Background: an optimization exercise with open tools, aiming at small area. Do not read the settings as production practice.
Function was checked by simulation only, so behaviour that the tests miss may differ from the original.
Power is estimated from default activity; no workload was simulated.

--- design/flow/constraint.sdc ---
create_clock -name core_clock -period 4.0 [get_ports {clk}]
set_input_delay 0.8000 -clock core_clock [delete_from_list [all_inputs] [get_ports {clk}]]
set_output_delay 0.8000 -clock core_clock [all_outputs]
set_load 0.01 [all_outputs]
--- design/flow/config.mk ---
export PLATFORM = sky130hd
export DESIGN_NAME = intra_pred_regs
export DESIGN_NICKNAME = intra_pred_regs
export VERILOG_FILES = /design/flow/design.v
export SDC_FILE = /design/flow/constraint.sdc
export NUM_CORES = 4
export LEC_CHECK = 0
export CAP_MARGIN = 20
export CORE_MARGIN = 2
export CORE_UTILIZATION = 40
export SLEW_MARGIN = 20
export SYNTH_HIERARCHICAL = 1
--- design/flow/design.v ---
module ip_hold #(parameter int W = 32) (
	input  logic         we,
	input  logic         web,
	input  logic [W-1:0] n,
	input  logic [W-1:0] q,
	output logic [W-1:0] d
);
	assign d = ({W{we}} & n) | ({W{web}} & q);
endmodule
module ip_sel3 #(parameter int W = 32) (
	input  logic         s0,
	input  logic         s1,
	input  logic         s2,
	input  logic [W-1:0] a0,
	input  logic [W-1:0] a1,
	input  logic [W-1:0] a2,
	output logic [W-1:0] y
);
	assign y = ({W{s0}} & a0) | ({W{s1}} & a1) | ({W{s2}} & a2);
endmodule
module ip_mask #(parameter int W = 32) (
	input  logic         sb,
	input  logic [W-1:0] qn,
	output logic [W-1:0] y
);
	assign y = ~({W{sb}} | qn);
endmodule
module intra_pred_regs (
	input  logic         clk,
	input  logic         rst_n,
	input  logic         ena,
	input  logic [4:0]   blk4x4_counter,
	input  logic [35:0]  pred_wr,          
	input  logic [34:0]  up_wr,            
	input  logic [36:0]  left_wr,          
	input  logic [2:0]   preload_counter,
	input  logic [95:0]  line_ram,         
	output logic [127:0] intra_pred,
	output logic [127:0] up_mb,
	output logic [127:0] left_mb
);
	logic sel_l, sel_b, sel_r;
	assign sel_l = ~blk4x4_counter[4];
	assign sel_b = blk4x4_counter[4] & ~blk4x4_counter[3] & ~blk4x4_counter[2];
	assign sel_r = blk4x4_counter[4] & (blk4x4_counter[3] | blk4x4_counter[2]);
	logic [127:0] pn_q;                    
	logic [127:0] pn_d;
	logic [3:0]   pv_q;
	logic         p_dc, p_col;
	logic [1:0]   p_c;
	logic [3:0]   p_we;
	logic [31:0]  p_nn;                    
	logic [31:0]  p_cq [4];                
	logic [31:0]  p_cd [4];
	assign p_dc  = ena & (pred_wr[35:34] == 2'd2);
	assign p_col = ena & (pred_wr[35:34] == 2'd1);
	assign p_c   = ~pred_wr[33:32];        
	always_comb begin
		for (int r = 0; r < 4; r++)
			p_nn[r*8 +: 8] = p_dc ? ~pred_wr[7:0] : ~pred_wr[r*8 +: 8];
		for (int c = 0; c < 4; c++)
			p_we[c] = p_dc | (p_col & (p_c == 2'(c)));
	end
	always_ff @(posedge clk or negedge rst_n) begin
		if (!rst_n) pv_q <= '0;
		else        pv_q <= pv_q | p_we;
	end
	for (genvar c = 0; c < 4; c++) begin : g_pcol
		for (genvar r = 0; r < 4; r++) begin : g_prow
			assign p_cq[c][r*8 +: 8]          = pn_q[(4*r+c)*8 +: 8];
			assign pn_d[(4*r+c)*8 +: 8]       = p_cd[c][r*8 +: 8];
		end
		ip_hold #(32) u_hold (.we(p_we[c]), .web(~p_we[c]), .n(p_nn), .q(p_cq[c]), .d(p_cd[c]));
		ip_mask #(32) u_mask (.sb(~pv_q[c]), .qn(p_cq[c]), .y({
			intra_pred[(12+c)*8 +: 8], intra_pred[(8+c)*8 +: 8],
			intra_pred[(4+c)*8 +: 8], intra_pred[c*8 +: 8]}));
	end
	always_ff @(posedge clk) pn_q <= pn_d;
	logic [127:0] ul_q, ul_d;              
	logic [63:0]  ub_q, ub_d, ur_q, ur_d;
	logic [3:0]   ulv_q;
	logic [1:0]   ucv_q;                   
	logic         u_pre;
	logic [1:0]   u_slot;
	logic [3:0]   ul_we;
	logic [1:0]   uc_we;
	logic [31:0]  ul_n, ul_nn;
	logic [31:0]  ul_nk [4];               
	assign u_pre  = (preload_counter != 3'd0) && (preload_counter <= 3'd4);
	assign u_slot = 2'(3'd4 - preload_counter);
	assign ul_n   = u_pre ? line_ram[95:64] : up_wr[31:0];
	assign ul_nn  = u_pre ? ~line_ram[95:64] : ~up_wr[31:0];
	assign ul_nk[0] = ul_n;
	assign ul_nk[1] = ul_n;
	assign ul_nk[2] = ul_nn;
	assign ul_nk[3] = ul_nn;
	assign uc_we[0] = ena & (preload_counter == 3'd2);
	assign uc_we[1] = ena & (preload_counter == 3'd1);
	always_comb begin
		for (int q = 0; q < 4; q++)
			ul_we[q] = ena & (u_pre ? (u_slot == 2'(q)) : (up_wr[34] & (up_wr[33:32] == 2'(q))));
	end
	always_ff @(posedge clk or negedge rst_n) begin
		if (!rst_n) begin
			ulv_q <= '0;
			ucv_q <= '0;
		end else begin
			ulv_q <= ulv_q | ul_we;
			ucv_q <= ucv_q | uc_we;
		end
	end
	for (genvar k = 0; k < 4; k++) begin : g_ul
		ip_hold #(32) u_hold (.we(ul_we[k]), .web(~ul_we[k]), .n(ul_nk[k]),
			.q(ul_q[k*32 +: 32]), .d(ul_d[k*32 +: 32]));
	end
	for (genvar k = 0; k < 2; k++) begin : g_uc
		ip_hold #(32) u_hold_b (.we(uc_we[k]), .web(~uc_we[k]), .n(line_ram[63:32]),
			.q(ub_q[k*32 +: 32]), .d(ub_d[k*32 +: 32]));
		ip_hold #(32) u_hold_r (.we(uc_we[k]), .web(~uc_we[k]), .n(line_ram[31:0]),
			.q(ur_q[k*32 +: 32]), .d(ur_d[k*32 +: 32]));
	end
	always_ff @(posedge clk) begin
		ul_q <= ul_d;
		ub_q <= ub_d;
		ur_q <= ur_d;
	end
	logic [127:0] ll_q, ll_d;              
	logic [63:0]  lb_q, lb_d, lr_q, lr_d;
	logic [3:0]   llv_q;
	logic [1:0]   lbv_q, lrv_q;
	logic [3:0]   ll_we;
	logic [1:0]   lb_we, lr_we;
	logic         l_wr;
	logic [31:0]  ll_nk [4];
	assign ll_nk[0] = left_wr[31:0];
	assign ll_nk[1] = left_wr[31:0];
	assign ll_nk[2] = ~left_wr[31:0];
	assign ll_nk[3] = ~left_wr[31:0];
	assign l_wr = ena & left_wr[34];
	always_comb begin
		for (int q = 0; q < 4; q++)
			ll_we[q] = l_wr & (left_wr[36:35] == 2'd0) & (left_wr[33:32] == 2'(q));
		for (int q = 0; q < 2; q++) begin
			lb_we[q] = l_wr & (left_wr[36:35] == 2'd1) & (left_wr[32] == 1'(q));
			lr_we[q] = l_wr & (left_wr[36:35] == 2'd2) & (left_wr[32] == 1'(q));
		end
	end
	always_ff @(posedge clk or negedge rst_n) begin
		if (!rst_n) begin
			llv_q <= '0;
			lbv_q <= '0;
			lrv_q <= '0;
		end else begin
			llv_q <= llv_q | ll_we;
			lbv_q <= lbv_q | lb_we;
			lrv_q <= lrv_q | lr_we;
		end
	end
	for (genvar k = 0; k < 4; k++) begin : g_ll
		ip_hold #(32) u_hold (.we(ll_we[k]), .web(~ll_we[k]), .n(ll_nk[k]),
			.q(ll_q[k*32 +: 32]), .d(ll_d[k*32 +: 32]));
	end
	for (genvar k = 0; k < 2; k++) begin : g_lc
		ip_hold #(32) u_hold_b (.we(lb_we[k]), .web(~lb_we[k]), .n(left_wr[31:0]),
			.q(lb_q[k*32 +: 32]), .d(lb_d[k*32 +: 32]));
		ip_hold #(32) u_hold_r (.we(lr_we[k]), .web(~lr_we[k]), .n(left_wr[31:0]),
			.q(lr_q[k*32 +: 32]), .d(lr_d[k*32 +: 32]));
	end
	always_ff @(posedge clk) begin
		ll_q <= ll_d;
		lb_q <= lb_d;
		lr_q <= lr_d;
	end
	for (genvar k = 0; k < 2; k++) begin : g_lo
		ip_sel3 #(32) u_up (.s0(sel_l & ulv_q[k]), .s1(sel_b & ucv_q[k]), .s2(sel_r & ucv_q[k]),
			.a0(ul_q[k*32 +: 32]), .a1(ub_q[k*32 +: 32]), .a2(ur_q[k*32 +: 32]), .y(up_mb[k*32 +: 32]));
		ip_sel3 #(32) u_left (.s0(sel_l & llv_q[k]), .s1(sel_b & lbv_q[k]), .s2(sel_r & lrv_q[k]),
			.a0(ll_q[k*32 +: 32]), .a1(lb_q[k*32 +: 32]), .a2(lr_q[k*32 +: 32]), .y(left_mb[k*32 +: 32]));
	end
	for (genvar k = 2; k < 4; k++) begin : g_hi
		ip_mask #(32) u_up (.sb(~(sel_l & ulv_q[k])), .qn(ul_q[k*32 +: 32]), .y(up_mb[k*32 +: 32]));
		ip_mask #(32) u_left (.sb(~(sel_l & llv_q[k])), .qn(ll_q[k*32 +: 32]), .y(left_mb[k*32 +: 32]));
	end
endmodule
--- design/flow/run.sh ---
#!/bin/bash
# synth_recipe.tcl (not shown) runs the flow's synth.tcl, then flattens the netlist and writes it again
# the make line also repeats each setting of config.mk as NAME=value (left out here)
make -C /OpenROAD-flow-scripts/flow DESIGN_CONFIG=/design/flow/config.mk WORK_HOME=/design/flow/orfs CLKGATE_MAP_FILE= SYNTH_SCRIPT=/design/flow/synth_recipe.tcl finish
==> impl_metrics.ini, run 1 <==
[sta]
min_period_ns = 3.88
worst_pin_slew_ns = 0.997
finalSetupTns_ns = 0
hold_viol_final = 0
fin_skew_ns = 0
rsz0062_at_grt = false
hold_ws_ns = 0.189
slew_headroom_pct = 33.5
fmax_mhz = 257
fin_crit_sh_pct = 97.1
worst_slack_ns = 0.116
setup_viol = 0
drv_slew = 0

[critical_path]
path_cells = clkdlybuf4s50_1 -> buf_12 -> nor2b_2 -> and2_1 -> buf_12 -> a222oi_1 -> inv_1 -> clkdlybuf4s50_1
cp.arrival_ns = 3.08
crit_path_top_delay_cell = clkdlybuf4s50_1
timing.rr.start = pv_q[1]$_DFF_PN0_
critPathMaxFanout = 22
cp_top_family = buffers and inverters
crit_type = in2out
critPathCaptureType = output pin
reg2reg_slack_ns = 2.70
cp_num_buf_inv = 5
r2r_end = pv_q[1]$_DFF_PN0_
required_ns = 3.20
slowest_delay_ns = 0.59
critPathLaunchType = primary input
reg2regPathDepth = 2

[final_layout]
regArea_um2 = 13300
final_common_cell = dfxtp_1
final_cells = 3709
finish.instance_area_um2 = 33700
nNetsFinal = 3020
multi_input_area_um2 = 9370
drive_gt1_share_pct = 10.4
synthToLayoutAreaGrowth_pct = 33.7
final_cell_mix = 640 x dfxtp_1, 600 x a22o_1, 595 x clkdlybuf4s50_1, 257 x nor2_1, 187 x inv_1
fin_util_pct = 53.8
nFillCells = 5455

[global_route]
grt_max_degree = 66
antenna_found_initial = 3
grt_pass1_vias = 21300
grt_pass1_wl_um = 133000
grt_util_all_layers_pct = 26.5
grt_overflow_total = 0

[pwr]
p_comb_share_pct = 23.1
cell_internal_pwr_mw = 14.6
p_leak_nw = 15.3
power_switching_mw = 5.50
ir_drop_mv = 0.332
netSwitchingFraction_pct = 27.3
power_mw = 20.1
power_frac_seq_pct = 43.2
clkPwrFrac_pct = 33.7
p_per_area_nw_per_um2 = 597

[synth]
synth_top_area_cell = dfxtp_1
syn_area_per_cell_um2 = 11.2
seq_area_frac_synth_pct = 52.6
netlist_instances = 2246
yosysTopAreaCellShare_pct = 50.8
ys_warn_count = 14
syn-num-nets = 2461
synthDistinctLibCells = 39
syn_area_um2 = 25200
ys_seq_elements = 658
ys_top_cells_by_area = dfxtp_1 51%, a22o_1 21%, buf_6 7.0%
ys.flop_type = dfxtp_1
synth-edff-count = 0
synthArstFlopShare_pct = 2.74

[detailed_routing]
routedWlPerCell_um = 24.4
drt_pass1_iterations = 9
wl_um = 90400
first_iter_violations = 2182
vias_per_cell = 5.73
postRouteAntennaNets = 0
drc = 0
via_count = 21300

[floorplanning]
start_util_pct = 40.2
fp.dieW_um = 255
io_pins = 599
dieArea_um2 = 65100
fp.coreArea_um2 = 62700
die_h_um = 255
rows = 92

[clock_network]
cts_root_buf = clkbuf_16
clock_path_buffers = 3
insertion_delay_ns = 0.60
cts_buffers = 71
cts_tree = yes
clk_pin_slew_ns = 0.06
cts.sinks = 658
htreeDepth = 3

[placement]
dp_hpwl_um = 60000
placed_cell_area_um2 = 31300
pre_cts_ws_ns = -0.203
dp.cells = 3578
io_buffers = 596
gp_congestion = 0.872

[outcome]
status = timing/DRC/antenna clean

[worst_hold_path]
hold_class = in2async

[run]
max_cap_viol_count = 0
## cell usage after synthesis, types with 3 or more instances
library cell	count
buf_4	6
mux2_2	31
nand2_1	10
a222oi_1	128
and2_1	6
o21ai_0	5
buf_2	25
nand2b_1	13
a22o_2	40
mux2i_1	32
and3_1	12
nand3b_1	3
nor2_1	262
dfrtp_1	18
or2_2	5
clkbuf_1	6
nor4bb_1	3
nand3_1	3
dfxtp_1	640
a21oi_1	25
buf_6	156
a22o_1	600
inv_1	190
nor2b_1	7
## repair_timing
item | in CTS | in global routing
resized for setup | 2 | 1
cloned | 0 | 0
hold buffers | 0 | 0
setup endpoints to repair | 32 | 3
buffers inserted | 0 | 0
endpoints found under the hold margin | 0 | 0
## cells by family (layout without fill, tap and decap cells)
logic type | Yosys count | in the layout | share of synthesized area [%]
buffers and inverters | 383 | 994 | 10.6
adders and majority gates | 1 | 1 | 0.0397
muxes | 64 | 64 | 2.70
AOI/OAI and AO/OA | 804 | 804 | 28.3
xor gates and xnor gates | 1 | 1 | 0.109
other | 0 | 6 | 0
and+or+nand+nor | 335 | 335 | 5.74
DFF | 658 | 658 | 52.6
## per-layer routing
metal	wire length, µm	track usage, %	vias to the layer above
met5	17	0	-
met4	2700	9.37	2
met3	7490	6.39	164
met2	42600	43.3	944
met1	37700	34.2	10600
li1	-	-	9544
## state kept, by name, indices dropped and copies added, names as in the netlist
signal and cells:
pn_q 128, lr_q 64, ucv_q 2, lb_q 64, ulv_q 4, lrv_q 2, ur_q 64, ul_q 128
llv_q 4, lbv_q 2, ub_q 64, ll_q 128, pv_q 4
## cell type report
class                   instances  area share [%]
clock buffers                 102            6.34
well taps                     846            3.14
repair buffers                679            20.4
multi-input cells            1205            27.8
inverters                     190            2.11
flip-flops and latches        658            39.3
clock inverters                23           0.838
diodes                          6          0.0445
## worst max path at each step
stage / cells after the start / slack (ns) / endpoint / start
global placement: 7 / -0.30 / up_mb[49] / blk4x4_counter[4]
finish: 8 / 0.12 / left_mb[63] / blk4x4_counter[4]
global route: 8 / 0.02 / left_mb[34] / blk4x4_counter[4]
detailed placement: 7 / -0.20 / left_mb[2] / blk4x4_counter[4]
CTS: 8 / 0.04 / up_mb[0] / blk4x4_counter[4]
floorplan: 6 / 0.94 / ub_q[62]$_DFF_P_ / preload_counter[2]
## power groups by stage
stage               Clock, mW  Sequential (mW)  Combinational [mW]
floorplan                   0             8.58                2.38
global placement            0             8.74                4.59
detailed placement          0             8.77                4.64
CTS                      6.90             8.67                4.68
global route             7.16             8.83                4.96
finish                   6.78             8.70                4.66
==> run 2, diff against run 1 <==
==> design/flow/flow/run.sh (new file) <==
#!/bin/bash
# Layout: the standard flow, with two changes:
#  - port buffers are the smallest buffer, buf_1
#  - CTS builds the tree from small clock buffers and adds no dummy loads
set -euo pipefail
bash standard.sh \
  BUFFER_PORTS_ARGS="-buffer_cell sky130_fd_sc_hd__buf_1" \
  CTS_ARGS="-sink_clustering_enable -repair_clock_nets -buf_list sky130_fd_sc_hd__clkbuf_8 -sink_clustering_size 12 -sink_clustering_max_diameter 60 -dont_use_dummy_load" \
  finish > standard_flow.log 2>&1
==> design/flow/standard.sh (new file) <==
#!/bin/bash
# synth_recipe.tcl (not shown) runs the flow's synth.tcl, then flattens the netlist and writes it again
# the make line also repeats each setting of config.mk as NAME=value (left out here)
make -C /OpenROAD-flow-scripts/flow DESIGN_CONFIG=/design/flow/config.mk WORK_HOME=/design/flow/orfs CLKGATE_MAP_FILE= SYNTH_SCRIPT=/design/flow/synth_recipe.tcl "${@:-finish}"
--- a/design/flow/config.mk
+++ b/design/flow/config.mk
@@ -7,6 +7,6 @@
 export LEC_CHECK = 0
 export CAP_MARGIN = 20
 export CORE_MARGIN = 2
-export CORE_UTILIZATION = 40
+export CORE_UTILIZATION = 65
 export SLEW_MARGIN = 20
 export SYNTH_HIERARCHICAL = 1
removed: design/flow/run.sh
==> run 2 against run 1 <==
  * Flip-flop and latch count unchanged
  * Count of clock-buffer cells in the layout down 42
  * Worst hold slack worse by 0.13 ns
  * Setup slack better by 0.46 ns
  * Die area down 38%
  * Register-to-register slack better by 0.13 ns
  * Clock skew unchanged
  * Total power down 22%
  * First-iteration DRC count up 19%
  * Synthesized area unchanged
  * Utilization up 18 points
  * Routed wire length down 11%
  * Critical path type unchanged
==> impl_metrics.ini, run 2 <==
[critical_path]
crit_path_top_delay_cell = nor2_2
required_ns = 3.20
critPathMaxFanout = 21
critPathCaptureType = output pin
r2r_end = pv_q[2]$_DFF_PN0_
cp.arrival_ns = 2.62
critPathLaunchType = primary input
crit_type = in2out
slowest_delay_ns = 0.61
critPathMostFrequentCell = buf_1
reg2reg_slack_ns = 2.83
timing.rr.start = pv_q[2]$_DFF_PN0_
reg2regPathDepth = 2
path_cells = buf_1 -> nor2_2 -> buf_4 -> a222oi_1 -> inv_1 -> buf_1

[sta]
fin_crit_sh_pct = 85.5
min_period_ns = 3.42
drv_slew = 0
setup_viol = 0
slew_headroom_pct = 34.2
worst_slack_ns = 0.578
worst_pin_slew_ns = 0.987
fin_skew_ns = 0
hold_ws_ns = 0.0604
rsz0062_at_grt = false
fmax_mhz = 292
hold_viol_final = 0
finalSetupTns_ns = 0

[placement]
dp_hpwl_um = 53900
io_buffers = 596
gp_congestion = 0.911
placed_cell_area_um2 = 26700
dp.cells = 3226
pre_cts_ws_ns = 0.624

[final_layout]
nNetsFinal = 2986
top_regs = ll_q: 128 flops, pn_q: 128 flops, ul_q: 128 flops
nFillCells = 3026
final_common_cell = dfxtp_1
fin_util_pct = 71.8
finish.instance_area_um2 = 27600
drive_gt1_share_pct = 7.87
synthToLayoutAreaGrowth_pct = 9.47
final_cell_mix = 640 x dfxtp_1, 600 x a22o_1, 596 x buf_1, 257 x nor2_1, 186 x inv_1
final_cells = 3294

[synth]
ys.flop_type = dfxtp_1
yosysTopAreaCellShare_pct = 50.8
syn_area_um2 = 25200
ys_warn_count = 14
ys_seq_elements = 658
ys_top_cells_by_area = dfxtp_1 51%, a22o_1 21%, buf_6 7.0%
synth_top_area_cell = dfxtp_1
seq_area_frac_synth_pct = 52.6
synth-edff-count = 0
syn_area_per_cell_um2 = 11.2
synthArstFlopShare_pct = 2.74
netlist_instances = 2246
syn-num-nets = 2461
synth_common_cells = 640 x dfxtp_1, 600 x a22o_1, 262 x nor2_1
synth.most_common_cell = dfxtp_1
synthDistinctLibCells = 39

[global_route]
grt_pass1_vias = 21000
antenna_found_initial = 9
grt_max_degree = 65
grt_overflow_total = 0
grt_pass1_wl_um = 122000
grt_util_all_layers_pct = 38.2

[detailed_routing]
drt_pass1_iterations = 9
wl_um = 80900
drc = 0
vias_per_cell = 6.56
postRouteAntennaNets = 0
first_iter_violations = 2599
via_count = 21600
routedWlPerCell_um = 24.6

[clock_network]
htreeDepth = 2
postCtsSetupBuffers = 0
cts_resized = 0
cts_buffers = 60
insertion_delay_ns = 0.68
cts.sinks = 658
cts_root_buf = clkbuf_8
cts_tree = yes
cts_hold_buf = 0
clk_pin_slew_ns = 0.08
clock_path_buffers = 3

[floorplanning]
fp.dieW_um = 201
dieArea_um2 = 40400
start_util_pct = 65.6
io_pins = 599
fp.coreArea_um2 = 38500
die_h_um = 201
rows = 72

[pwr]
p_leak_nw = 12.8
power_mw = 15.7
ir_drop_mv = 0.404
p_per_area_nw_per_um2 = 569

[outcome]
status = timing/DRC/antenna clean

[worst_hold_path]
hold_class = in2async

[run]
max_cap_viol_count = 0
run 2: cell counts after synthesis:
No cell type changed its count.
run 2: cell families (layout without fill, tap and decap cells):
family          count (synthesis)  count (layout)  share of synthesized area [%]
xor+xnor                        1               1                          0.109
flops                         658             658                           52.6
fa+ha+maj                       1               1                         0.0397
buf+inv                       383             906                           10.6
other cells                     0               7                              0
mux                            64              64                           2.70
simple gates                  335             335                           5.74
compound gates                804             804                           28.3
run 2: worst max-delay path: cells and delay by family:
kind | cells | cell delay, ns
buf+inv | 4 | 1.04
simple gates | 1 | 0.61
compound gates | 1 | 0.16
run 2: cell type report:
cell class	count	area, µm²	area share (%)
Sequential cell	658	13300	48.0
Multi-Input combinational cell	1205	9360	33.9
Timing Repair Buffer	656	2790	10.1
Clock buffer	60	826	2.99
Inverter	190	713	2.58
Tap cell	518	648	2.35
Antenna cell	7	17.5	0.0634
run 2: metal layers:
metal,global-route usage (%),wire [µm],vias to the layer above
met4,19.5,4150,4
met2,58.9,36600,1377
met3,10.0,9020,215
met1,49.6,31100,10600
met5,0,19,-
li1,-,-,9391
run 2: how the worst max path moves through the flow:
stage	start	end	depth (start not counted)
floorplan	preload_counter[2]	ub_q[62]$_DFF_P_	6
global route	blk4x4_counter[4]	left_mb[54]	7
global placement	blk4x4_counter[4]	left_mb[0]	7
finish	blk4x4_counter[4]	up_mb[47]	6
detailed placement	blk4x4_counter[4]	left_mb[46]	7
CTS	blk4x4_counter[4]	left_mb[46]	7
run 2: report_power, final:
group	switching [mW]	total, mW	internal, mW
Clock	2.12	3.45	1.33
Sequential	0.783	8.71	7.93
Combinational	1.95	3.55	1.60
==> run 3, diff against run 2 <==
==> design/flow/flow/run.sh (replaced) <==
#!/bin/bash
# Layout: the standard flow, with two changes:
#  - port buffers are the smallest buffer, buf_1
#  - CTS builds the tree from small clock buffers and adds no dummy loads
set -euo pipefail
bash standard.sh \
  BUFFER_PORTS_ARGS="-buffer_cell sky130_fd_sc_hd__buf_1" \
  CTS_ARGS="-sink_clustering_enable -repair_clock_nets -buf_list sky130_fd_sc_hd__clkbuf_16 -sink_clustering_size 24 -sink_clustering_max_diameter 80 -dont_use_dummy_load" \
  finish > standard_flow.log 2>&1
--- a/design/flow/config.mk
+++ b/design/flow/config.mk
@@ -7,6 +7,6 @@
 export LEC_CHECK = 0
 export CAP_MARGIN = 20
 export CORE_MARGIN = 2
-export CORE_UTILIZATION = 65
+export CORE_UTILIZATION = 40
 export SLEW_MARGIN = 20
 export SYNTH_HIERARCHICAL = 1
==> run 3 against run 2 <==
  * Flip-flop and latch count did not move
  * Routed wire length rose by 4.6%
  * Critical endpoint is now up_mb[48]
  * Non-clock buffer count rose by 10
  * Synthesized area did not move
==> impl_metrics.ini, run 3 <==
[outcome]
status = timing/DRC/antenna clean

[placement]
io_buffers = 596
gp_congestion = 0.863
dp_hpwl_um = 56500

[clock_network]
insertion_delay_ns = 0.58
clk_pin_slew_ns = 0.10
cts_buffers = 36
clock_path_buffers = 3
htreeDepth = 2
postCtsSetupBuffers = 0
cts.sinks = 658
cts_tree = yes
cts_resized = 0
cts_root_buf = clkbuf_16
cts_hold_buf = 0

[critical_path]
cp-startpoint = blk4x4_counter[4]
timing.rr.start = pv_q[1]$_DFF_PN0_
reg2reg_slack_ns = 2.77
critPathMaxFanout = 17
critPathLaunchType = primary input
required_ns = 3.20
cp.arrival_ns = 2.76
critPathCaptureType = output pin
crit_type = in2out

[worst_hold_path]
hold_class = in2async

[synth]
ys_warn_count = 14
ys.flop_type = dfxtp_1
yosysTopAreaCellShare_pct = 50.8
synthArstFlopShare_pct = 2.74
synthDistinctLibCells = 39
syn_area_um2 = 25200
seq_area_frac_synth_pct = 52.6
synth-edff-count = 0
ys_top_cells_by_area = dfxtp_1 51%, a22o_1 21%, buf_6 7.0%
synth_top_area_cell = dfxtp_1
synth_common_cells = 640 x dfxtp_1, 600 x a22o_1, 262 x nor2_1
synth.most_common_cell = dfxtp_1
ys_seq_elements = 658
syn-num-nets = 2461
netlist_instances = 2246
syn_area_per_cell_um2 = 11.2

[sta]
worst_pin_slew_ns = 1.16
setup_viol = 0
hold_viol_final = 0
drv_slew = 0
finalSetupTns_ns = 0
fin_crit_sh_pct = 89.1
hold_ws_ns = 0.278
min_period_ns = 3.56
fmax_mhz = 281
rsz0062_at_grt = false
slew_headroom_pct = 22.9
fin_skew_ns = 0

[detailed_routing]
postRouteAntennaNets = 0
vias_per_cell = 5.85
wl_um = 84600
via_count = 21100
first_iter_violations = 2304
drc = 0
routedWlPerCell_um = 23.5
drt_pass1_iterations = 8

[final_layout]
fin_util_pct = 44.9
final_cell_mix = 640 x dfxtp_1, 600 x a22o_1, 594 x buf_1, 257 x nor2_1, 185 x inv_1
nFillCells = 6073
nNetsFinal = 2972
drive_gt1_share_pct = 7.44
final_common_cell = dfxtp_1
top_regs = ll_q: 128 flops, pn_q: 128 flops, ul_q: 128 flops
synthToLayoutAreaGrowth_pct = 11.7

[pwr]
ir_drop_mv = 0.300
p_per_area_nw_per_um2 = 567
p_leak_nw = 12.8

[global_route]
grt_max_degree = 66
grt_pass1_wl_um = 124000
antenna_found_initial = 4
grt_util_all_layers_pct = 24.5
grt_pass1_vias = 20600
grt_overflow_total = 0

[floorplanning]
io_pins = 599
fp.dieW_um = 255
fp.coreArea_um2 = 62700
die_h_um = 255
start_util_pct = 40.2
dieArea_um2 = 65100
rows = 92

[run]
max_cap_viol_count = 0
## run 3: cell types whose count changed in the layout (fill, tap and decap cells not counted), sizes merged
cell / change
clkbuf: -22
inv: -1
clkinv: +1
buf: +8
diode: -5
## run 3: worst paths after layout
path,end,cells past startpoint
setup reg to reg,pv_q[1]$_DFF_PN0_,2
min in group core_clock,ulv_q[0]$_DFF_PN0_,1
max in group asynchronous,ulv_q[2]$_DFF_PN0_,1
hold reg to reg,ulv_q[0]$_DFF_PN0_,1
setup / recovery,up_mb[48],7
hold / removal,llv_q[2]$_DFF_PN0_,1
## run 3: where the power goes
| part | total, mW | internal (mW) | switching (mW) |
|---|---|---|---|
| clock | 3.73 | 1.61 | 2.12 |
| sequential | 8.70 | 7.93 | 0.769 |
| combinational | 3.53 | 1.60 | 1.93 |
## run 3: through the flow
step,power (mW),area [µm²],setup slack (ns),instances
2_1_floorplan,11.0,25200,0.937,2246
4_1_cts,16.0,28100,0.469,3600
6_report,16.0,28200,0.438,3603
5_1_grt,16.7,28200,0.404,3603
3_5_place_dp,12.3,27200,0.463,3564
3_3_place_gp,12.2,27200,0.445,3563
## run 3: cells by family (layout without fill, tap and decap cells)
group	after synthesis	count (layout)	synth area share (%)
multiplexers	64	64	2.70
AO/OA/AOI/OAI	804	804	28.3
other	0	2	0
AND/OR/NAND/NOR	335	335	5.74
flip-flops	658	658	52.6
buffers and inverters	383	892	10.6
adder cells (fa/ha/maj)	1	1	0.0397
XOR/XNOR	1	1	0.109
## run 3: cell type report
type	instances	area [µm²]	share of cell area, %
flip-flops and latches	658	13300	47.1
multi-input cells	1205	9380	33.3
repair buffers	666	2860	10.1
well taps	846	1060	3.76
clock buffers	36	901	3.20
inverters	190	713	2.53
diodes	2	5.00	0.0178
## run 3: metal layers
metal / share of wire, % / vias to the layer above / global-route usage [%]
met2: 47 / 1102 / 40.2
met5: 0.027 / - / 0
met4: 3.4 / 4 / 9.76
li1: - / 9370 / -
met3: 8.8 / 150 / 4.76
met1: 41 / 10500 / 31.8
## run 3: worst max-delay path, stage by stage
cell and delay (ns):
buf_1 0.09, buf_4 0.20, nor2_2 0.70, buf_4 0.42, a222oi_1 0.18, inv_1 0.18, buf_1 0.18
==> run 4, diff against run 3 <==
==> design/flow/flow/run.sh (replaced) <==
#!/bin/bash
# Layout: the standard flow, with two changes:
#  - port buffers are the smallest buffer, buf_1
#  - CTS builds the tree from small clock buffers and adds no dummy loads
set -euo pipefail
bash standard.sh \
  BUFFER_PORTS_ARGS="-buffer_cell sky130_fd_sc_hd__buf_1" \
  CTS_ARGS="-sink_clustering_enable -repair_clock_nets -buf_list sky130_fd_sc_hd__clkbuf_4 -dont_use_dummy_load" \
  finish > standard_flow.log 2>&1
==> run 4 against run 3 <==
  * Design area grew 2.2%
  * Largest cell class unchanged
  * Combinational power is essentially flat
  * Synthesized cell count is the same
  * Largest power group unchanged
==> impl_metrics.ini, run 4 <==
[critical_path]
r2r_end = pv_q[1]$_DFF_PN0_
reg2reg_slack_ns = 2.78
path_cells = inv_1 -> nor2_2 -> buf_4 -> a222oi_1 -> inv_1 -> buf_1
critPathLaunchType = flop
slowest_delay_ns = 0.71
critPathMaxFanout = 17
cp_top_family = buffers and inverters
crit_path_top_delay_cell = nor2_2
critPathCaptureType = output pin
timing.rr.start = pv_q[1]$_DFF_PN0_
cp.arrival_ns = 2.98
cp_num_buf_inv = 4
required_ns = 3.20
reg2regPathDepth = 2
crit_type = reg2out
critPathMostFrequentCell = inv_1

[sta]
worst_pin_slew_ns = 1.20
drv_slew = 0
rsz0062_at_grt = false
fmax_mhz = 265
fin_crit_sh_pct = 94.4
slew_headroom_pct = 19.9
fin_skew_ns = 0
hold_viol_final = 0
setup_viol = 0
min_period_ns = 3.78
finalSetupTns_ns = 0

[placement]
io_buffers = 596
gp_congestion = 0.863
dp_hpwl_um = 56500

[floorplanning]
io_pins = 599
die_h_um = 255
fp.dieW_um = 255
rows = 92
dieArea_um2 = 65100
start_util_pct = 40.2
fp.coreArea_um2 = 62700

[synth]
syn_area_um2 = 25200
ys.flop_type = dfxtp_1
netlist_instances = 2246
syn_area_per_cell_um2 = 11.2
ys_seq_elements = 658
yosysTopAreaCellShare_pct = 50.8
ys_warn_count = 14
synth-edff-count = 0
synthDistinctLibCells = 39
synth.most_common_cell = dfxtp_1
synth_common_cells = 640 x dfxtp_1, 600 x a22o_1, 262 x nor2_1
syn-num-nets = 2461
ys_top_cells_by_area = dfxtp_1 51%, a22o_1 21%, buf_6 7.0%
seq_area_frac_synth_pct = 52.6
synth_top_area_cell = dfxtp_1
synthArstFlopShare_pct = 2.74

[clock_network]
clk_pin_slew_ns = 0.06
cts_root_buf = clkbuf_4
clock_path_buffers = 3
cts_hold_buf = 20
postCtsSetupBuffers = 0
insertion_delay_ns = 0.95
cts_resized = 0
cts_tree = yes
cts.sinks = 658
cts_buffers = 175
htreeDepth = 4

[global_route]
grt_overflow_total = 0
grt_pass1_wl_um = 128000
grt_util_all_layers_pct = 25.4
antenna_found_initial = 6
grt_pass1_vias = 22100
grt_max_degree = 66

[pwr]
power_switching_mw = 5.13
p_per_area_nw_per_um2 = 579
p_leak_nw = 13.2
power_mw = 16.7
ir_drop_mv = 0.266
cell_internal_pwr_mw = 11.5
clkPwrFrac_pct = 26.3
netSwitchingFraction_pct = 30.8
power_frac_seq_pct = 52.3
p_comb_share_pct = 21.3

[detailed_routing]
vias_per_cell = 5.84
first_iter_violations = 2337
drc = 0
wl_um = 86700
via_count = 22000
postRouteAntennaNets = 0
routedWlPerCell_um = 23.0
drt_pass1_iterations = 7

[worst_hold_path]
hold_start = line_ram[56]
hold_class = in2reg
min_to = ub_q[24]$_DFF_P_
whs_path_depth = 2

[final_layout]
nFillCells = 6082
synthToLayoutAreaGrowth_pct = 14.1
nNetsFinal = 3131
final_cell_mix = 640 x dfxtp_1, 600 x a22o_1, 594 x buf_1, 257 x nor2_1, 185 x inv_1
final_common_cell = dfxtp_1
drive_gt1_share_pct = 11.8
top_regs = ll_q: 128 flops, pn_q: 128 flops, ul_q: 128 flops

[outcome]
status = timing/DRC/antenna clean

[run]
max_cap_viol_count = 0
run 4: cell counts after synthesis:
Identical to the previous run, type by type.
run 4: area by class of cell:
cell class / count / area (µm²) / share of cell area (%)
antenna: 5 / 12.5 / 0.0435
clock buffer: 175 / 1310 / 4.56
inverter: 190 / 713 / 2.48
multi-input combinational: 1205 / 9380 / 32.6
sequential: 658 / 13300 / 46.1
tap: 846 / 1060 / 3.68
timing repair buffer: 686 / 3060 / 10.6
run 4: logic make-up (layout without fill, tap and decap cells):
logic type | Yosys count | after routing | synth area share, %
compound gates | 804 | 804 | 28.3
xor+xnor | 1 | 1 | 0.109
fa+ha+maj | 1 | 1 | 0.0397
buf+inv | 383 | 1051 | 10.6
flops | 658 | 658 | 52.6
mux | 64 | 64 | 2.70
other cells | 0 | 5 | 0
simple gates | 335 | 335 | 5.74
run 4: power groups by stage:
stage | logic [mW] | registers [mW] | clock network [mW]
2_1_floorplan | 2.38 | 8.58 | 0
3_3_place_gp | 3.46 | 8.74 | 0
3_5_place_dp | 3.52 | 8.79 | 0
4_1_cts | 3.56 | 8.68 | 4.53
5_1_grt | 3.86 | 8.84 | 4.85
6_report | 3.56 | 8.72 | 4.39
run 4: worst reg2reg max path, delay by kind of cell (launching register included):
family | cells | cell delay, ns
flip-flops | 1 | 0.35
AND/OR/NAND/NOR | 1 | 0.09
buffers and inverters | 1 | 0.63
run 4: stage by stage:
step / cells / worst slack (ns) / utilization [%] / hold slack [ns] / cell area [µm²]
after floorplan: 2246 / 0.937 / - / 0.420 / 25200
after global placement: 3563 / 0.445 / 43.4 / 0.434 / 27200
after detailed placement: 3564 / 0.463 / 43.4 / 0.442 / 27200
after CTS: 3759 / 0.101 / 45.8 / 0.00583 / 28800
after global routing: 3763 / 0.0326 / 45.9 / 0.0500 / 28800
final: 3765 / 0.224 / 45.9 / 0.145 / 28800
run 4: worst max path at each step:
stage	startpoint	endpoint	slack [ns]	cells past startpoint
after floorplan	preload_counter[2]	ub_q[62]$_DFF_P_	0.94	6
after global placement	blk4x4_counter[4]	up_mb[51]	0.45	7
after detailed placement	blk4x4_counter[4]	up_mb[48]	0.46	7
after CTS	ulv_q[1]$_DFF_PN0_	up_mb[48]	0.10	6
after global routing	ulv_q[1]$_DFF_PN0_	up_mb[51]	0.03	6
final	ulv_q[1]$_DFF_PN0_	up_mb[48]	0.22	6
run 4: routing by layer:
layer  global-route usage [%]  vias to the layer above  wire [µm]
met1                     31.4                    10900      35000
li1                         -                     9731          -
met3                     6.99                      188       8100
met2                     41.5                     1214      41000
met4                     11.3                        6       2620
met5                        0                        -         36
==> run 5, diff against run 4 <==
==> design/flow/flow/run.sh (replaced) <==
#!/bin/bash
# Layout: the standard flow, with two changes:
#  - port buffers are the smallest buffer, buf_1
#  - CTS builds the tree from small clock buffers and adds no dummy loads
set -euo pipefail
bash standard.sh \
  BUFFER_PORTS_ARGS="-buffer_cell sky130_fd_sc_hd__buf_1" \
  CTS_ARGS="-sink_clustering_enable -repair_clock_nets -buf_list sky130_fd_sc_hd__clkbuf_8 -sink_clustering_size 16 -sink_clustering_max_diameter 60 -dont_use_dummy_load" \
  finish > standard_flow.log 2>&1
==> run 5 against run 4 <==
  * Non-clock buffer count is 20 lower
  * Highest routed layer unchanged
  * Final cell count is 3.9% lower
  * Combinational power barely moved
  * Critical endpoint unchanged
==> impl_metrics.ini, run 5 <==
[critical_path]
cp_num_buf_inv = 5
crit_path_top_delay_cell = nor2_2
required_ns = 3.20
critPathCaptureType = output pin
crit_type = in2out
reg2reg_slack_ns = 2.77
critPathLaunchType = primary input
slowest_delay_ns = 0.70
timing.rr.start = pv_q[1]$_DFF_PN0_
reg2regPathDepth = 2
cp_top_family = buffers and inverters
cp.arrival_ns = 2.74
r2r_end = pv_q[1]$_DFF_PN0_
path_cells = buf_1 -> buf_4 -> nor2_2 -> buf_4 -> a222oi_1 -> inv_1 -> buf_1
critPathMaxFanout = 17

[clock_network]
clock_path_buffers = 3
cts_root_buf = clkbuf_8
cts_resized = 0
cts_buffers = 50
insertion_delay_ns = 0.65
postCtsSetupBuffers = 0
clk_pin_slew_ns = 0.10
cts_tree = yes
cts.sinks = 658
cts_hold_buf = 0
htreeDepth = 2

[floorplanning]
fp.coreArea_um2 = 62700
dieArea_um2 = 65100
fp.dieW_um = 255
start_util_pct = 40.2
rows = 92
die_h_um = 255
io_pins = 599

[detailed_routing]
vias_per_cell = 5.86
first_iter_violations = 2207
via_count = 21200
postRouteAntennaNets = 0
drt_pass1_iterations = 9
routedWlPerCell_um = 23.5
wl_um = 84900
drc = 0

[global_route]
grt_util_all_layers_pct = 24.6
grt_pass1_vias = 20800
grt_pass1_wl_um = 125000
grt_max_degree = 66
antenna_found_initial = 6
grt_overflow_total = 0

[synth]
synth_top_area_cell = dfxtp_1
yosys.area_share.simple_pct = 5.74
synth_xor_area_share_pct = 0.109
syn_area_um2 = 25200
netlist_instances = 2246
syn-num-nets = 2461
synth_compound_area_share_pct = 28.3
synth.area.mux_share_pct = 2.70
yosysTopAreaCellShare_pct = 50.8
synthDistinctLibCells = 39
seq_area_frac_synth_pct = 52.6
ys_warn_count = 14
synth_top_family_by_area = compound AO/OA/AOI/OAI gates
syn_area_per_cell_um2 = 11.2
synthArstFlopShare_pct = 2.74
synth_common_cells = 640 x dfxtp_1, 600 x a22o_1, 262 x nor2_1
synth.most_common_cell = dfxtp_1
synth_fa_ha_area_share_pct = 0.0397
synth-edff-count = 0
ys.flop_type = dfxtp_1
ys_seq_elements = 658
ys_top_cells_by_area = dfxtp_1 51%, a22o_1 21%, buf_6 7.0%

[placement]
gp_congestion = 0.863
io_buffers = 596
pre_cts_ws_ns = 0.463
dp_hpwl_um = 56500

[final_layout]
final_common_cell = dfxtp_1
drive_gt1_share_pct = 7.91
final_cell_mix = 640 x dfxtp_1, 600 x a22o_1, 594 x buf_1, 257 x nor2_1, 185 x inv_1
top_regs = ll_q: 128 flops, pn_q: 128 flops, ul_q: 128 flops
nNetsFinal = 2986
nFillCells = 6106
synthToLayoutAreaGrowth_pct = 10.8

[sta]
rsz0062_at_grt = false
hold_viol_final = 0
drv_slew = 0
fin_skew_ns = 0
slew_headroom_pct = 22.3
worst_pin_slew_ns = 1.16
fmax_mhz = 282
min_period_ns = 3.54
worst_slack_ns = 0.457
setup_viol = 0
finalSetupTns_ns = 0
fin_crit_sh_pct = 88.6

[pwr]
p_leak_nw = 12.7
ir_drop_mv = 0.287
p_per_area_nw_per_um2 = 551
power_switching_mw = 4.77
p_comb_share_pct = 22.9
power_mw = 15.4
clkPwrFrac_pct = 20.6
netSwitchingFraction_pct = 30.9
power_frac_seq_pct = 56.4
cell_internal_pwr_mw = 10.6

[worst_hold_path]
hold_class = in2async

[outcome]
status = timing/DRC/antenna clean

[run]
max_cap_viol_count = 0
run 5: cell counts after synthesis:
Identical to the previous run, type by type.
run 5: power groups by stage:
stage                     sequential, mW  clock (mW)  combinational [mW]
after detailed placement            8.79           0                3.52
final                               8.70        3.18                3.54
after global routing                8.83        3.50                3.85
after CTS                           8.67        3.29                3.54
after global placement              8.74           0                3.46
after floorplan                     8.58           0                2.38
run 5: cell families after synthesis:
logic type                 Yosys count
DFF                                658
AOI/OAI and AO/OA                  804
xor gates and xnor gates             1
muxes                               64
and+or+nand+nor                    335
adders and majority gates            1
buffers and inverters              383
run 5: layout make-up:
cell class / count / area (µm²) / share of cell area, %
clock buffer: 50 / 688 / 2.46
sequential: 658 / 13300 / 47.4
antenna: 4 / 10.0 / 0.0358
timing repair buffer: 666 / 2860 / 10.2
inverter: 190 / 713 / 2.55
tap: 846 / 1060 / 3.79
multi-input combinational: 1205 / 9380 / 33.5
run 5: per-layer routing:
| layer | vias to the layer above | track usage [%] | share of wire, % |
|---|---|---|---|
| li1 | 9386 | - | - |
| met1 | 10600 | 31.8 | 41 |
| met2 | 1063 | 40.0 | 46 |
| met3 | 171 | 5.00 | 8.7 |
| met4 | 6 | 9.99 | 3.7 |
| met5 | - | 0 | 0.041 |
run 5: worst max-delay path by stage:
stage / startpoint / to / slack, ns / cells past startpoint
2_1_floorplan: preload_counter[2] / ub_q[62]$_DFF_P_ / 0.94 / 6
3_3_place_gp: blk4x4_counter[4] / up_mb[51] / 0.45 / 7
3_5_place_dp: blk4x4_counter[4] / up_mb[48] / 0.46 / 7
4_1_cts: ulv_q[1]$_DFF_PN0_ / up_mb[48] / 0.46 / 6
5_1_grt: ulv_q[1]$_DFF_PN0_ / up_mb[51] / 0.38 / 6
6_report: blk4x4_counter[4] / up_mb[48] / 0.46 / 7
run 5: through the flow:
| step | cells | instance area, µm² | utilization [%] | hold WS (ns) |
|---|---|---|---|---|
| 5_1_grt | 3619 | 28000 | 44.6 | 0.176 |
| 2_1_floorplan | 2246 | 25200 | - | 0.420 |
| 3_5_place_dp | 3564 | 27200 | 43.4 | 0.442 |
| 4_1_cts | 3614 | 27900 | 44.5 | 0.146 |
| 3_3_place_gp | 3563 | 27200 | 43.4 | 0.434 |
| 6_report | 3619 | 28000 | 44.6 | 0.188 |
==> run 6, diff against run 5 <==
--- a/design/flow/config.mk
+++ b/design/flow/config.mk
@@ -5,8 +5,8 @@
 export SDC_FILE = /design/flow/constraint.sdc
 export NUM_CORES = 4
 export LEC_CHECK = 0
-export CAP_MARGIN = 20
+export CAP_MARGIN = 0
 export CORE_MARGIN = 2
 export CORE_UTILIZATION = 40
-export SLEW_MARGIN = 20
+export SLEW_MARGIN = 0
 export SYNTH_HIERARCHICAL = 1
==> run 6 against run 5 <==
  * Die area did not move
  * Sequential power barely moved
  * Synthesized cell count did not move
  * Final cell count barely moved
  * Clock power rose by 3%
  * Utilization barely moved
  * Clock skew did not move
  * Critical path depth did not move
  * Routed wire length rose by 0.25%
  * Critical path type unchanged
  * Largest power group unchanged
==> impl_metrics.ini, run 6 <==
[outcome]
status = timing/DRC/antenna clean

[final_layout]
nFillCells = 6063
final_cell_mix = 640 x dfxtp_1, 600 x a22o_1, 594 x buf_1, 257 x nor2_1, 188 x inv_1
regArea_um2 = 13300
final_cells = 3618
drive_gt1_share_pct = 7.87
fin_util_pct = 44.5
top_regs = ll_q: 128 flops, pn_q: 128 flops, ul_q: 128 flops
finish.instance_area_um2 = 27900
multi_input_area_um2 = 9380
nNetsFinal = 2986
final_common_cell = dfxtp_1
synthToLayoutAreaGrowth_pct = 10.7

[pwr]
p_per_area_nw_per_um2 = 555
p_leak_nw = 12.7
ir_drop_mv = 0.319

[sta]
hold_viol_final = 0
fin_skew_ns = 0
slew_headroom_pct = 18.6
drv_slew = 0
fmax_mhz = 281
worst_pin_slew_ns = 1.22
worst_slack_ns = 0.437
min_period_ns = 3.56
rsz0062_at_grt = false
finalSetupTns_ns = 0
setup_viol = 0
fin_crit_sh_pct = 89.1

[critical_path]
cp_num_buf_inv = 5
critPathMaxFanout = 17
reg2regPathDepth = 2
timing.rr.start = pv_q[2]$_DFF_PN0_
path_cells = buf_1 -> buf_4 -> nor2_2 -> buf_4 -> a222oi_1 -> inv_1 -> buf_1
cp.depth = 7
r2r_end = pv_q[2]$_DFF_PN0_
critPathCaptureType = output pin
slowest_delay_ns = 0.69
crit_type = in2out
reg2reg_slack_ns = 2.52
cp_top_family = buffers and inverters
cp.arrival_ns = 2.76
critPathLaunchType = primary input
required_ns = 3.20
crit_path_top_delay_cell = nor2_2

[synth]
synth_top_area_cell = dfxtp_1
synth_common_cells = 640 x dfxtp_1, 600 x a22o_1, 262 x nor2_1
syn-num-nets = 2461
netlist_instances = 2246
syn_area_um2 = 25200
seq_area_frac_synth_pct = 52.6
ys.flop_type = dfxtp_1
synthDistinctLibCells = 39
synth.most_common_cell = dfxtp_1
synth-edff-count = 0
synthArstFlopShare_pct = 2.74
ys_warn_count = 14
ys_top_cells_by_area = dfxtp_1 51%, a22o_1 21%, buf_6 7.0%
ys_seq_elements = 658
syn_area_per_cell_um2 = 11.2
yosysTopAreaCellShare_pct = 50.8

[clock_network]
cts.sinks = 658
htreeDepth = 2
clk_pin_slew_ns = 0.10
insertion_delay_ns = 0.66
cts_buffers = 52
postCtsSetupBuffers = 0
cts_tree = yes
cts_root_buf = clkbuf_8
clock_path_buffers = 3
cts_hold_buf = 0
cts_resized = 0

[floorplanning]
rows = 92
fp.coreArea_um2 = 62700
fp.dieW_um = 255
dieArea_um2 = 65100
io_pins = 599
die_h_um = 255
start_util_pct = 40.2

[global_route]
antenna_found_initial = 5
grt_pass1_wl_um = 125000
grt_util_all_layers_pct = 24.5
grt_overflow_total = 0
grt_pass1_vias = 20500
grt_max_degree = 66

[detailed_routing]
postRouteAntennaNets = 0
routedWlPerCell_um = 23.5
drc = 0
wl_um = 85200
drt_pass1_iterations = 9
vias_per_cell = 5.82
via_count = 21100
first_iter_violations = 1985

[placement]
gp_congestion = 0.863
dp.cells = 3563
pre_cts_ws_ns = 0.450
placed_cell_area_um2 = 27200
io_buffers = 596
dp_hpwl_um = 56300

[run]
max_cap_viol_count = 0

[worst_hold_path]
hold_class = in2async
-- run 6: layout make-up --
| cell class | instances | share of cell area [%] |
|---|---|---|
| Clock buffer | 52 | 2.56 |
| Sequential cell | 658 | 47.5 |
| Timing Repair Buffer | 664 | 10.0 |
| Tap cell | 846 | 3.79 |
| Inverter | 190 | 2.55 |
| Antenna cell | 3 | 0.0269 |
| Multi-Input combinational cell | 1205 | 33.6 |
-- run 6: how the worst max path moves through the flow --
stage	start	end	slack (ns)
floorplan	preload_counter[2]	ub_q[62]$_DFF_P_	0.94
global placement	blk4x4_counter[4]	up_mb[51]	0.45
detailed placement	blk4x4_counter[4]	up_mb[48]	0.45
CTS	ulv_q[1]$_DFF_PN0_	up_mb[48]	0.44
global route	ulv_q[1]$_DFF_PN0_	up_mb[48]	0.36
finish	blk4x4_counter[4]	up_mb[48]	0.44
-- run 6: per-layer routing --
metal / global-route usage, % / part of all wire [%] / up-vias / wire, µm
met3: 4.91 / 8.2 / 151 / 7000
li1: - / - / 9392 / -
met4: 8.55 / 2.9 / 4 / 2480
met5: 0 / 0.032 / - / 27
met1: 32.1 / 42 / 10400 / 35900
met2: 40.2 / 47 / 1058 / 39700
-- run 6: cell families after synthesis --
family | after synthesis | share of synthesized area [%]
AOI/OAI and AO/OA | 804 | 28.3
DFF | 658 | 52.6
buffers and inverters | 383 | 10.6
and+or+nand+nor | 335 | 5.74
muxes | 64 | 2.70
xor gates and xnor gates | 1 | 0.109
adders and majority gates | 1 | 0.0397
-- run 6: through the flow --
stage                     power, mW  hold slack (ns)
final                          15.5            0.188
after global routing           16.2            0.174
after CTS                      15.6            0.141
after detailed placement       12.3            0.440
after global placement         12.2            0.434
after floorplan                11.0            0.420
-- run 6: worst reg2reg max path: stages, from the launching register on --
cell     delay, ns
dfrtp_1       0.37
inv_1         0.87
nand2_1       0.09
-- run 6: power breakdown --
| part | internal, mW | total (mW) | switching, mW |
|---|---|---|---|
| clock network | 1.16 | 3.26 | 2.09 |
| logic | 1.60 | 3.54 | 1.94 |
| registers | 7.93 | 8.70 | 0.771 |
==> run 7, diff against run 6 <==
--- a/design/flow/flow/run.sh
+++ b/design/flow/flow/run.sh
@@ -6,4 +6,5 @@
 bash standard.sh \
   BUFFER_PORTS_ARGS="-buffer_cell sky130_fd_sc_hd__buf_1" \
   CTS_ARGS="-sink_clustering_enable -repair_clock_nets -buf_list sky130_fd_sc_hd__clkbuf_8 -sink_clustering_size 16 -sink_clustering_max_diameter 60 -dont_use_dummy_load" \
+  RECOVER_POWER=100 \
   finish > standard_flow.log 2>&1
==> design/flow/config.mk (replaced) <==
export PLATFORM = sky130hd
export DESIGN_NAME = intra_pred_regs
export DESIGN_NICKNAME = intra_pred_regs
export VERILOG_FILES = /design/flow/design.v
export SDC_FILE = /design/flow/constraint.sdc
export NUM_CORES = 4
export LEC_CHECK = 0
export CAP_MARGIN = 20
export CORE_MARGIN = 2
export CORE_UTILIZATION = 60
export PLACE_DENSITY = 0.75
export SLEW_MARGIN = 20
export SYNTH_HIERARCHICAL = 1
==> run 7 against run 6 <==
  * Now fails the layout checks on capacitance limit, slew limit
  * Clock skew is the same
  * Register-to-register slack lost 0.31 ns
  * Design area shrank 2.2%
  * Flip-flop and latch count is the same
  * Setup slack lost 0.11 ns
==> impl_metrics.ini, run 7 <==
[outcome]
status = complete, but fails checks
failed_checks = capacitance limit, slew limit

[synth]
synth.most_common_cell = dfxtp_1
synthDistinctLibCells = 39
ys.flop_type = dfxtp_1
synth-edff-count = 0
netlist_instances = 2246
seq_area_frac_synth_pct = 52.6
yosysTopAreaCellShare_pct = 50.8
synth_top_area_cell = dfxtp_1
syn-num-nets = 2461
ys_top_cells_by_area = dfxtp_1 51%, a22o_1 21%, buf_6 7.0%
ys_seq_elements = 658
syn_area_um2 = 25200
synthArstFlopShare_pct = 2.74
synth_common_cells = 640 x dfxtp_1, 600 x a22o_1, 262 x nor2_1
ys_warn_count = 14
syn_area_per_cell_um2 = 11.2

[detailed_routing]
first_iter_violations = 2829
postRouteAntennaNets = 0
via_count = 21400
drt_pass1_iterations = 9
vias_per_cell = 6.48
wl_um = 81300
routedWlPerCell_um = 24.6
drc = 0

[critical_path]
cp.arrival_ns = 2.88
reg2reg_slack_ns = 2.21
path_cells = clkbuf_1 -> buf_4 -> nand2b_1 -> clkbuf_1 -> nor2_1 -> buf_1
critPathLaunchType = primary input
cp_num_buf_inv = 4
required_ns = 3.20
timing.rr.start = pv_q[2]$_DFF_PN0_
critPathMostFrequentCell = clkbuf_1
crit_type = in2out
crit_path_top_delay_cell = clkbuf_1
critPathMaxFanout = 32
cp_top_family = buffers and inverters
r2r_end = pv_q[2]$_DFF_PN0_
slowest_delay_ns = 1.11
reg2regPathDepth = 3
critPathCaptureType = output pin

[sta]
min_period_ns = 3.68
drv_slew = 603
finalSetupTns_ns = 0
worst_slack_ns = 0.322
setup_viol = 0
rsz0062_at_grt = false
hold_viol_final = 0
fmax_mhz = 272
fin_crit_sh_pct = 91.9
slew_headroom_pct = -37.9
fin_skew_ns = 0
worst_pin_slew_ns = 2.07

[global_route]
grt_util_all_layers_pct = 35.1
grt_pass1_vias = 20600
grt_overflow_total = 0
grt_pass1_wl_um = 122000
antenna_found_initial = 8
grt_max_degree = 66

[worst_hold_path]
min_to = ur_q[32]$_DFF_P_
whs_path_depth = 2
hold_start = line_ram[0]
hold_class = in2reg

[clock_network]
cts_buffers = 49
cts_tree = yes
clk_pin_slew_ns = 0.10
cts.sinks = 658
insertion_delay_ns = 0.66
postCtsSetupBuffers = 0
htreeDepth = 2
cts_hold_buf = 0
cts_root_buf = clkbuf_8
cts_resized = 0
clock_path_buffers = 3

[final_layout]
drive_gt1_share_pct = 6.34
final_common_cell = dfxtp_1
synthToLayoutAreaGrowth_pct = 8.28
top_regs = ll_q: 128 flops, pn_q: 128 flops, ul_q: 128 flops
nNetsFinal = 2976
final_cell_mix = 640 x dfxtp_1, 600 x a22o_1, 585 x buf_1, 261 x nor2_1, 183 x inv_1

[placement]
io_buffers = 596
gp_congestion = 0.942
pre_cts_ws_ns = 0.262
dp_hpwl_um = 54100

[pwr]
p_per_area_nw_per_um2 = 562
p_leak_nw = 12.5
ir_drop_mv = 0.358

[floorplanning]
dieArea_um2 = 43700
io_pins = 599
fp.dieW_um = 209
die_h_um = 209
rows = 75
fp.coreArea_um2 = 41800
start_util_pct = 60.4

[run]
max_cap_viol_count = 17
run 7: cell counts after synthesis:
No cell type changed its count.
run 7: how the worst max path moves through the flow:
| stage | start | endpoint | slack [ns] | cells after the start |
|---|---|---|---|---|
| 5_1_grt | blk4x4_counter[4] | up_mb[72] | 0.24 | 6 |
| 2_1_floorplan | preload_counter[2] | ub_q[62]$_DFF_P_ | 0.94 | 6 |
| 3_5_place_dp | preload_counter[2] | ul_q[94]$_DFF_P_ | 0.26 | 5 |
| 6_report | blk4x4_counter[4] | up_mb[78] | 0.32 | 6 |
| 3_3_place_gp | preload_counter[2] | ul_q[94]$_DFF_P_ | 0.30 | 5 |
| 4_1_cts | blk4x4_counter[3] | up_mb[18] | 0.55 | 8 |
run 7: kinds of logic (layout without fill, tap and decap cells):
| kind of cell | Yosys count | in the layout | share of synthesized area, % |
|---|---|---|---|
| adders and majority gates | 1 | 1 | 0.0397 |
| buffers and inverters | 383 | 896 | 10.6 |
| xor gates and xnor gates | 1 | 1 | 0.109 |
| AOI/OAI and AO/OA | 804 | 804 | 28.3 |
| DFF | 658 | 658 | 52.6 |
| other | 0 | 7 | 0 |
| and+or+nand+nor | 335 | 335 | 5.74 |
| muxes | 64 | 64 | 2.70 |
run 7: layout make-up:
| cell class | instances | area [µm²] |
|---|---|---|
| antenna | 7 | 17.5 |
| inverter | 190 | 713 |
| tap | 539 | 674 |
| sequential | 658 | 13300 |
| fill | 3413 | 14400 |
| multi-input combinational | 1205 | 9330 |
| clock buffer | 49 | 674 |
| timing repair buffer | 657 | 2640 |
run 7: worst register-to-register path: cells and delay by family, from the launching register on:
family | cells | cell delay, ns
buf+inv | 2 | 1.16
flops | 1 | 0.37
simple gates | 1 | 0.09
run 7: metrics by stage:
| stage | total power [mW] | cell area [µm²] | instances | util [%] | hold WS, ns |
|---|---|---|---|---|---|
| after floorplan | 11.0 | 25200 | 2246 | - | 0.420 |
| after global placement | 12.2 | 26700 | 3247 | 64.0 | 0.436 |
| after detailed placement | 12.3 | 26700 | 3247 | 64.0 | 0.445 |
| after CTS | 15.3 | 27400 | 3296 | 65.6 | 0.0603 |
| after global routing | 16.0 | 27300 | 3305 | 65.4 | 0.368 |
| final | 15.4 | 27300 | 3305 | 65.4 | 0.385 |
run 7: layer usage:
layer | wire, µm | track usage [%]
met1 | 32000 | 46.0
met2 | 37300 | 55.3
met3 | 8380 | 8.04
met4 | 3630 | 16.6
met5 | 17 | 0
run 7: report_power, final:
part | internal, mW | total [mW] | switching [mW]
sequential | 7.93 | 8.70 | 0.771
clock | 1.10 | 3.13 | 2.03
combinational | 1.59 | 3.53 | 1.95
==> run 8, diff against run 7 <==
--- a/design/flow/flow/run.sh
+++ b/design/flow/flow/run.sh
@@ -6,5 +6,4 @@
 bash standard.sh \
   BUFFER_PORTS_ARGS="-buffer_cell sky130_fd_sc_hd__buf_1" \
   CTS_ARGS="-sink_clustering_enable -repair_clock_nets -buf_list sky130_fd_sc_hd__clkbuf_8 -sink_clustering_size 16 -sink_clustering_max_diameter 60 -dont_use_dummy_load" \
-  RECOVER_POWER=100 \
   finish > standard_flow.log 2>&1
==> run 8 against run 7 <==
  * Flip-flop and latch count is the same
  * Sequential power barely moved
  * Total power up 0.11%
  * Critical path type unchanged
  * Worst hold slack worse by 0.30 ns
  * Synthesized cell count unchanged
  * First-iteration DRC count rose by 3.4%
  * Critical endpoint is now up_mb[18]
  * The run now finishes clean
  * Fmax rose by 2.9%
  * Sequential share of layout area down 0.26 points
  * Routed wire length is 0.16% lower
  * Register-to-register slack better by 0.28 ns
==> impl_metrics.ini, run 8 <==
[global_route]
grt_pass1_wl_um = 122000
grt_util_all_layers_pct = 35.1
grt_pass1_vias = 20600
grt_max_degree = 66
grt_overflow_total = 0
antenna_found_initial = 8

[synth]
synth_top_area_cell = dfxtp_1
synth_fa_ha_area_share_pct = 0.0397
synthDistinctLibCells = 39
synth_top_family_by_area = compound AO/OA/AOI/OAI gates
synth.area.mux_share_pct = 2.70
ys_top_cells_by_area = dfxtp_1 51%, a22o_1 21%, buf_6 7.0%
synth_xor_area_share_pct = 0.109
ys_seq_elements = 658
synth_common_cells = 640 x dfxtp_1, 600 x a22o_1, 262 x nor2_1
netlist_instances = 2246
synthArstFlopShare_pct = 2.74
ys.flop_type = dfxtp_1
ys_warn_count = 14
synth_compound_area_share_pct = 28.3
syn-num-nets = 2461
syn_area_um2 = 25200
seq_area_frac_synth_pct = 52.6
syn_area_per_cell_um2 = 11.2
yosysTopAreaCellShare_pct = 50.8
synth-edff-count = 0
yosys.area_share.simple_pct = 5.74
synth.most_common_cell = dfxtp_1

[clock_network]
cts_hold_buf = 0
cts_tree = yes
insertion_delay_ns = 0.66
cts_resized = 0
postCtsSetupBuffers = 0
cts_buffers = 49
cts.sinks = 658
clk_pin_slew_ns = 0.10
cts_root_buf = clkbuf_8
htreeDepth = 2
clock_path_buffers = 3

[critical_path]
slowest_delay_ns = 0.46
critPathMaxFanout = 32
crit_type = in2out
path_cells = buf_1 -> nor2_1 -> nor2b_1 -> and2_1 -> buf_4 -> a222oi_1 -> inv_1 -> buf_1
crit_path_top_delay_cell = nor2_1
reg2regPathDepth = 2
critPathCaptureType = output pin
critPathLaunchType = primary input
required_ns = 3.20
cp.arrival_ns = 2.77
critPathMostFrequentCell = buf_1

[sta]
fin_skew_ns = 0
slew_headroom_pct = 27.1
rsz0062_at_grt = false
fin_crit_sh_pct = 89.3
hold_viol_final = 0
finalSetupTns_ns = 0
setup_viol = 0
fmax_mhz = 280
min_period_ns = 3.57
worst_pin_slew_ns = 1.09
drv_slew = 0

[pwr]
p_per_area_nw_per_um2 = 560
p_leak_nw = 12.6
ir_drop_mv = 0.361

[final_layout]
nNetsFinal = 2976
synthToLayoutAreaGrowth_pct = 8.86
nFillCells = 3376
top_regs = ll_q: 128 flops, pn_q: 128 flops, ul_q: 128 flops
final_common_cell = dfxtp_1
multi_input_area_um2 = 9370
drive_gt1_share_pct = 7.65
fin_util_pct = 65.8
regArea_um2 = 13300
final_cell_mix = 640 x dfxtp_1, 600 x a22o_1, 594 x buf_1, 257 x nor2_1, 183 x inv_1

[outcome]
status = timing/DRC/antenna clean

[placement]
io_buffers = 596
dp_hpwl_um = 54100
gp_congestion = 0.942

[detailed_routing]
via_count = 21500
wl_um = 81200
vias_per_cell = 6.50
drt_pass1_iterations = 9
drc = 0
first_iter_violations = 2925
postRouteAntennaNets = 0
routedWlPerCell_um = 24.5

[floorplanning]
die_h_um = 209
start_util_pct = 60.4
dieArea_um2 = 43700
fp.coreArea_um2 = 41800
rows = 75
fp.dieW_um = 209
io_pins = 599

[run]
max_cap_viol_count = 0

[worst_hold_path]
hold_class = in2async
[run 8: changes by cell type in the layout (fill, tap and decap cells not counted), sizes merged]
cell    previous run  this run
clkinv             4         3
clkbuf            88        50
diode              7         8
buf              618       656
inv              186       187
[run 8: final timing paths]
check                      slack [ns]               start            endpoint
max                              0.43   blk4x4_counter[3]           up_mb[18]
min                              0.09               rst_n  llv_q[1]$_DFF_PN0_
max reg2reg                      2.49   pv_q[3]$_DFF_PN0_   pv_q[3]$_DFF_PN0_
min reg2reg                      0.47  ulv_q[0]$_DFF_PN0_  ulv_q[0]$_DFF_PN0_
max in group asynchronous        3.64               rst_n  ulv_q[2]$_DFF_PN0_
min in group core_clock          0.39         line_ram[0]    ur_q[32]$_DFF_P_
[run 8: report_power, final]
group | internal [mW] | total, mW | switching, mW
sequential | 7.93 | 8.70 | 0.772
clock | 1.10 | 3.13 | 2.03
combinational | 1.59 | 3.54 | 1.95
[run 8: final cells by class]
class                   count  share of cell area [%]
multi-input cells        1205                    34.1
diodes                      8                  0.0729
inverters                 190                    2.60
flip-flops and latches    658                    48.3
repair buffers            657                    10.0
clock buffers              49                    2.46
well taps                 539                    2.46
[run 8: metrics by stage]
| stage | cells | area (µm²) | total power, mW | worst slack [ns] | hold WS (ns) |
|---|---|---|---|---|---|
| 2_1_floorplan | 2246 | 25200 | 11.0 | 0.937 | 0.420 |
| 3_3_place_gp | 3247 | 26700 | 12.2 | 0.303 | 0.436 |
| 3_5_place_dp | 3247 | 26700 | 12.3 | 0.262 | 0.445 |
| 4_1_cts | 3296 | 27400 | 15.3 | 0.547 | 0.0603 |
| 5_1_grt | 3305 | 27500 | 16.0 | 0.395 | 0.111 |
| 6_report | 3306 | 27500 | 15.4 | 0.427 | 0.0873 |
[run 8: layer usage]
metal	wire length, µm	GRT usage, %
met2	37000	55.3
met5	17	0
met4	3630	16.6
met1	32000	46.0
met3	8430	8.04
[run 8: kinds of logic (layout without fill, tap and decap cells)]
logic type / count (synthesis) / in the layout
compound gates: 804 / 804
flops: 658 / 658
buf+inv: 383 / 896
simple gates: 335 / 335
mux: 64 / 64
fa+ha+maj: 1 / 1
xor+xnor: 1 / 1
other cells: 0 / 8
[run 8: worst max-delay path, delay by kind of cell]
family                 cells  cell delay [ns]
buffers and inverters      4             0.67
AOI/OAI and AO/OA          1             0.43
and+or+nand+nor            3             0.86

[separate check: timing with driven ports]
In the flow no input, the clock included, has a driving cell. The finished layouts below were timed again as built, in two steps.
Step 1 (the two cells are an assumption about what drives the block):
set clk [get_ports {clk}]
set_driving_cell -lib_cell sky130_fd_sc_hd__clkbuf_16 $clk
set_driving_cell -lib_cell sky130_fd_sc_hd__buf_2 [delete_from_list [all_inputs] $clk]
Step 2 moves the port delays by t, midway between the first and last clock arrival at a register: inputs arrive t later, outputs are due t later. That takes back most of the time a late clock gives input paths.
a / b / c = ideal ports / drivers / drivers and shift; a / b = the first two.
run | t (ns) | setup WS [ns] | worst data-port slew with drivers (ns)
run 1 | 0.660 | 0.116 / 0.020 / 0.020 | 0.12
run 2 | 0.735 | 0.578 / 0.490 / 0.490 | 0.13
run 3 | 0.620 | 0.438 / 0.405 / 0.405 | 0.12
run 4 | 0.969 | 0.224 / 0.167 / 0.408 | 0.13
run 5 | 0.699 | 0.457 / 0.422 / 0.422 | 0.11
run 6 | 0.696 | 0.437 / 0.406 / 0.406 | 0.12
run 7 | 0.688 | 0.322 / 0.234 / -0.123 | 0.13
run 8 | 0.689 | 0.427 / 0.407 / 0.170 | 0.13
The setup slack of run 7, which loses most, moves by -0.088 ns with the drivers and by -0.445 ns with both steps.
